What follows belongs to an exercise in optimizing a design on an open flow for small area and a short achievable clock period; a production flow would make more cautious choices. RTL that was checked went through simulation tests only; none was proved equivalent to the original.

## rx_iq_fifo
module rx_iq_fifo #(
  parameter int DATA_W    = IQ_W,
  parameter int ADDR_W    = RX_FIFO_ADDR_W,
  parameter int AFULL_LVL = RX_FIFO_AFULL_LVL
) (
  input  logic                     clk_in,
  input  logic                     rst,
  input  logic signed [DATA_W-1:0] in_I,
  input  logic signed [DATA_W-1:0] in_Q,
  input  logic                     in_valid,
  input  logic                     rd_req,
  output logic signed [DATA_W-1:0] out_I,
  output logic signed [DATA_W-1:0] out_Q,
  output logic                     out_valid,
  output logic [ADDR_W:0]          level,
  output logic                     empty,
  output logic                     almost_full,
  output logic                     overflow,
  output logic                     underflow,
  input  logic                     clr_flags
);
Size: about 2,100 flip-flops.
==> module iq_dpram, before the edit <==
module iq_dpram #(
  parameter int DEPTH = 64,
  parameter int WIDTH = 32,
  parameter int NLO   = 8,
  parameter int NHI   = 8
) (
  input  logic                         clk_in,
  input  logic [DEPTH-1:0]             wr_sel,
  input  logic [WIDTH-1:0]             wr_dat,
  input  logic [NLO-1:0]               rd_lo,
  input  logic [NLO-1:0]               rd_lo_n,
  input  logic [NHI-1:0]               rd_hi,
  output logic [WIDTH-1:0]             rd_dat
);
  logic [DEPTH-1:0][WIDTH-1:0] mem_q;
  logic [NHI-1:0][WIDTH-1:0]   grp;
  logic [NLO-1:0][WIDTH-1:0]   lo_sel;
  always_comb begin
    for (int k = 0; k < NLO; k++)
      lo_sel[k] = {{(WIDTH-WIDTH/2){~rd_lo_n[k]}}, {(WIDTH/2){rd_lo[k]}}};
  end
  always_ff @(posedge clk_in) begin
    for (int i = 0; i < DEPTH; i++)
      if (wr_sel[i]) mem_q[i] <= wr_dat;
  end
  always_comb begin
    rd_dat = '0;
    for (int j = 0; j < NHI; j++) begin
      grp[j] = '0;
      for (int k = 0; k < NLO; k++)
        grp[j] = grp[j] | (mem_q[j*NLO+k] & lo_sel[k]);
      rd_dat = rd_dat | (grp[j] & {WIDTH{rd_hi[j]}});
    end
  end
endmodule
==> module rx_iq_fifo, before the edit <==
module rx_iq_fifo #(
  parameter int DATA_W    = IQ_W,
  parameter int ADDR_W    = RX_FIFO_ADDR_W,
  parameter int AFULL_LVL = RX_FIFO_AFULL_LVL
) (
  input  logic                     clk_in,
  input  logic                     rst,
  input  logic signed [DATA_W-1:0] in_I,
  input  logic signed [DATA_W-1:0] in_Q,
  input  logic                     in_valid,
  input  logic                     rd_req,
  output logic signed [DATA_W-1:0] out_I,
  output logic signed [DATA_W-1:0] out_Q,
  output logic                     out_valid,
  output logic [ADDR_W:0]          level,
  output logic                     empty,
  output logic                     almost_full,
  output logic                     overflow,
  output logic                     underflow,
  input  logic                     clr_flags
);
  localparam int DEPTH = 2**ADDR_W;
  localparam int LO_W  = ADDR_W / 2;
  localparam int HI_W  = ADDR_W - LO_W;
  localparam int NLO   = 2**LO_W;
  localparam int NHI   = 2**HI_W;
  logic [NLO-1:0]      wr_lo_q, rd_lo_q, rd_lo_n_q;
  logic [NHI-1:0]      wr_hi_q, rd_hi_q;
  logic [ADDR_W:0]     level_q, level_d;
  logic                empty_q, afull_q;
  logic                ovf_q, udf_q, out_vld_q;
  logic [2*DATA_W-1:0] out_q, rd_dat;
  logic                full, wr_fire, rd_fire, slot_free;
  logic [DEPTH-1:0]    wr_sel;
  assign full    = level_q[ADDR_W];
  assign rd_fire = rd_req && !empty_q;
  assign wr_fire = in_valid && (!full || rd_fire);
  assign slot_free = !full || rd_req;
  always_comb begin
    for (int i = 0; i < DEPTH; i++) begin
      wr_sel[i] = slot_free && wr_hi_q[i / NLO] && wr_lo_q[i % NLO];
    end
  end
  logic            wr_only, rd_only;
  logic [ADDR_W:0] level_inc, level_dec;
  logic            lvl_is1, lvl_is47, lvl_is48;
  assign wr_only   = wr_fire && !rd_fire;
  assign rd_only   = rd_fire && !wr_fire;
  assign level_inc = level_q + 1'b1;
  assign level_dec = level_q - 1'b1;
  assign lvl_is1   = (level_q == (ADDR_W+1)'(1));
  assign lvl_is47  = (level_q == (ADDR_W+1)'(AFULL_LVL-1));
  assign lvl_is48  = (level_q == (ADDR_W+1)'(AFULL_LVL));
  always_comb begin
    level_d = level_q;
    if (wr_only) level_d = level_inc;
    if (rd_only) level_d = level_dec;
  end
  always_ff @(posedge clk_in) begin
    if (rst) begin
      wr_lo_q   <= NLO'(1);
      wr_hi_q   <= NHI'(1);
      rd_lo_q   <= NLO'(1);
      rd_lo_n_q <= ~NLO'(1);
      rd_hi_q   <= NHI'(1);
      level_q   <= '0;
      empty_q   <= 1'b1;
      afull_q   <= 1'b0;
      ovf_q     <= 1'b0;
      udf_q     <= 1'b0;
      out_vld_q <= 1'b0;
    end else begin
      if (wr_fire) begin
        wr_lo_q <= {wr_lo_q[NLO-2:0], wr_lo_q[NLO-1]};
        if (wr_lo_q[NLO-1]) wr_hi_q <= {wr_hi_q[NHI-2:0], wr_hi_q[NHI-1]};
      end
      if (rd_fire) begin
        rd_lo_q   <= {rd_lo_q[NLO-2:0], rd_lo_q[NLO-1]};
        rd_lo_n_q <= {rd_lo_n_q[NLO-2:0], rd_lo_n_q[NLO-1]};
        if (rd_lo_q[NLO-1]) rd_hi_q <= {rd_hi_q[NHI-2:0], rd_hi_q[NHI-1]};
      end
      level_q   <= level_d;
      empty_q   <= (empty_q && !in_valid) || (lvl_is1 && rd_only);
      afull_q   <= (afull_q && !(lvl_is48 && rd_only)) || (lvl_is47 && wr_only);
      ovf_q     <= (ovf_q && !clr_flags) || (in_valid && !wr_fire);
      udf_q     <= (udf_q && !clr_flags) || (rd_req && !rd_fire);
      out_vld_q <= rd_fire;
    end
  end
  always_ff @(posedge clk_in) begin
    if (rst)          out_q <= '0;
    else if (rd_fire) out_q <= rd_dat;
  end
  iq_dpram #(
    .DEPTH (DEPTH),
    .WIDTH (2*DATA_W),
    .NLO   (NLO),
    .NHI   (NHI)
  ) u_ram (
    .clk_in (clk_in),
    .wr_sel (wr_sel),
    .wr_dat ({in_Q, in_I}),
    .rd_lo  (rd_lo_q),
    .rd_lo_n(rd_lo_n_q),
    .rd_hi  (rd_hi_q),
    .rd_dat (rd_dat)
  );
  assign out_I       = out_q[DATA_W-1:0];
  assign out_Q       = out_q[2*DATA_W-1:DATA_W];
  assign out_valid   = out_vld_q;
  assign level       = level_q;
  assign empty       = empty_q;
  assign almost_full = afull_q;
  assign overflow    = ovf_q;
  assign underflow   = udf_q;
endmodule
Settings: LEC_CHECK=0, CAP_MARGIN=10, CORE_MARGIN=2, CORE_UTILIZATION=60, CTS_CLUSTER_DIAMETER=80, CTS_CLUSTER_SIZE=20, PLACE_DENSITY=0.7, SETUP_SLACK_MARGIN=1.2, SLEW_MARGIN=10; clock period 3.5 ns.
run.sh (not shown) runs the stock make flow with config.mk's settings and CLKGATE_MAP_FILE= SYNTH_SCRIPT=/design/flow/synth_recipe.tcl, a recipe that flattens the netlist after the stock synthesis.
Change:
--- a/flow/design.v
+++ b/flow/design.v
@@ -19,33 +19,27 @@
   parameter int NHI   = 8
 ) (
   input  logic                         clk_in,
   input  logic [DEPTH-1:0]             wr_sel,
   input  logic [WIDTH-1:0]             wr_dat,
   input  logic [NLO-1:0]               rd_lo,
-  input  logic [NLO-1:0]               rd_lo_n,
   input  logic [NHI-1:0]               rd_hi,
   output logic [WIDTH-1:0]             rd_dat
 );
   logic [DEPTH-1:0][WIDTH-1:0] mem_q;
   logic [NHI-1:0][WIDTH-1:0]   grp;
-  logic [NLO-1:0][WIDTH-1:0]   lo_sel;
-  always_comb begin
-    for (int k = 0; k < NLO; k++)
-      lo_sel[k] = {{(WIDTH-WIDTH/2){~rd_lo_n[k]}}, {(WIDTH/2){rd_lo[k]}}};
-  end
   always_ff @(posedge clk_in) begin
     for (int i = 0; i < DEPTH; i++)
       if (wr_sel[i]) mem_q[i] <= wr_dat;
   end
   always_comb begin
     rd_dat = '0;
     for (int j = 0; j < NHI; j++) begin
       grp[j] = '0;
       for (int k = 0; k < NLO; k++)
-        grp[j] = grp[j] | (mem_q[j*NLO+k] & lo_sel[k]);
+        grp[j] = grp[j] | (mem_q[j*NLO+k] & {WIDTH{rd_lo[k]}});
       rd_dat = rd_dat | (grp[j] & {WIDTH{rd_hi[j]}});
     end
   end
 endmodule
 import iq_pkg::*;
 module rx_iq_fifo #(
@@ -71,13 +65,13 @@
 );
   localparam int DEPTH = 2**ADDR_W;
   localparam int LO_W  = ADDR_W / 2;
   localparam int HI_W  = ADDR_W - LO_W;
   localparam int NLO   = 2**LO_W;
   localparam int NHI   = 2**HI_W;
-  logic [NLO-1:0]      wr_lo_q, rd_lo_q, rd_lo_n_q;
+  logic [NLO-1:0]      wr_lo_q, rd_lo_q;
   logic [NHI-1:0]      wr_hi_q, rd_hi_q;
   logic [ADDR_W:0]     level_q, level_d;
   logic                empty_q, afull_q;
   logic                ovf_q, udf_q, out_vld_q;
   logic [2*DATA_W-1:0] out_q, rd_dat;
   logic                full, wr_fire, rd_fire, slot_free;
@@ -108,13 +102,12 @@
   end
   always_ff @(posedge clk_in) begin
     if (rst) begin
       wr_lo_q   <= NLO'(1);
       wr_hi_q   <= NHI'(1);
       rd_lo_q   <= NLO'(1);
-      rd_lo_n_q <= ~NLO'(1);
       rd_hi_q   <= NHI'(1);
       level_q   <= '0;
       empty_q   <= 1'b1;
       afull_q   <= 1'b0;
       ovf_q     <= 1'b0;
       udf_q     <= 1'b0;
@@ -122,14 +115,13 @@
     end else begin
       if (wr_fire) begin
         wr_lo_q <= {wr_lo_q[NLO-2:0], wr_lo_q[NLO-1]};
         if (wr_lo_q[NLO-1]) wr_hi_q <= {wr_hi_q[NHI-2:0], wr_hi_q[NHI-1]};
       end
       if (rd_fire) begin
-        rd_lo_q   <= {rd_lo_q[NLO-2:0], rd_lo_q[NLO-1]};
-        rd_lo_n_q <= {rd_lo_n_q[NLO-2:0], rd_lo_n_q[NLO-1]};
+        rd_lo_q <= {rd_lo_q[NLO-2:0], rd_lo_q[NLO-1]};
         if (rd_lo_q[NLO-1]) rd_hi_q <= {rd_hi_q[NHI-2:0], rd_hi_q[NHI-1]};
       end
       level_q   <= level_d;
       empty_q   <= (empty_q && !in_valid) || (lvl_is1 && rd_only);
       afull_q   <= (afull_q && !(lvl_is48 && rd_only)) || (lvl_is47 && wr_only);
       ovf_q     <= (ovf_q && !clr_flags) || (in_valid && !wr_fire);
@@ -148,13 +140,12 @@
     .NHI   (NHI)
   ) u_ram (
     .clk_in (clk_in),
     .wr_sel (wr_sel),
     .wr_dat ({in_Q, in_I}),
     .rd_lo  (rd_lo_q),
-    .rd_lo_n(rd_lo_n_q),
     .rd_hi  (rd_hi_q),
     .rd_dat (rd_dat)
   );
   assign out_I       = out_q[DATA_W-1:0];
   assign out_Q       = out_q[2*DATA_W-1:DATA_W];
   assign out_valid   = out_vld_q;
Setup slack improves by 0.10 ns.
Via count decreases by a few percent.
Sequential share of layout area goes up by 0.66 points.
Global-route usage falls by 0.91 points.
Die area shrinks slightly.
Core utilization goes down by 0.68 points.
Final area goes down slightly.
Clock-buffer cell count fell by 46.
Register-to-register slack gains 0.10 ns.
Wire length came out lower by a few percent.
First-iteration DRC count shrinks by roughly a tenth.
Non-clock buffer count goes down by 18.
Only the layout flow was run in the first run of this note; the RTL was not checked for function there.

static timing again, ports no longer ideal:
The flow's constraints put no driver on any port. The routed layouts listed below were extracted and timed again, unchanged, in two steps.
Step 1 (the two cells are an assumption about what drives the block):
set clk [get_ports {clk_in}]
set_driving_cell -lib_cell sky130_fd_sc_hd__clkbuf_16 $clk
set_driving_cell -lib_cell sky130_fd_sc_hd__buf_2 [delete_from_list [all_inputs] $clk]
Step 2, shift: input delay + t, output delay - t, t = (earliest + latest rising clock arrival at the registers) / 2. This alone moves slack from input paths to output paths.
a / b / c = ideal / step 1 / step 2; a / b = the first two.
run	shift t [ns]	setup WS [ns]	clock arrival spread, ns	worst data-port slew with drivers (ns)
the first run	0.833	1.035 / 1.035 / 0.579	0.030 / 0.031	0.14
the second run	0.824	1.136 / 1.136 / 0.580	0.038 / 0.038	0.13
After both steps setup and hold are still met in every run listed. For the second run, which loses most, drivers alone change the setup slack by 0.000 ns; drivers and shift together by -0.556 ns.
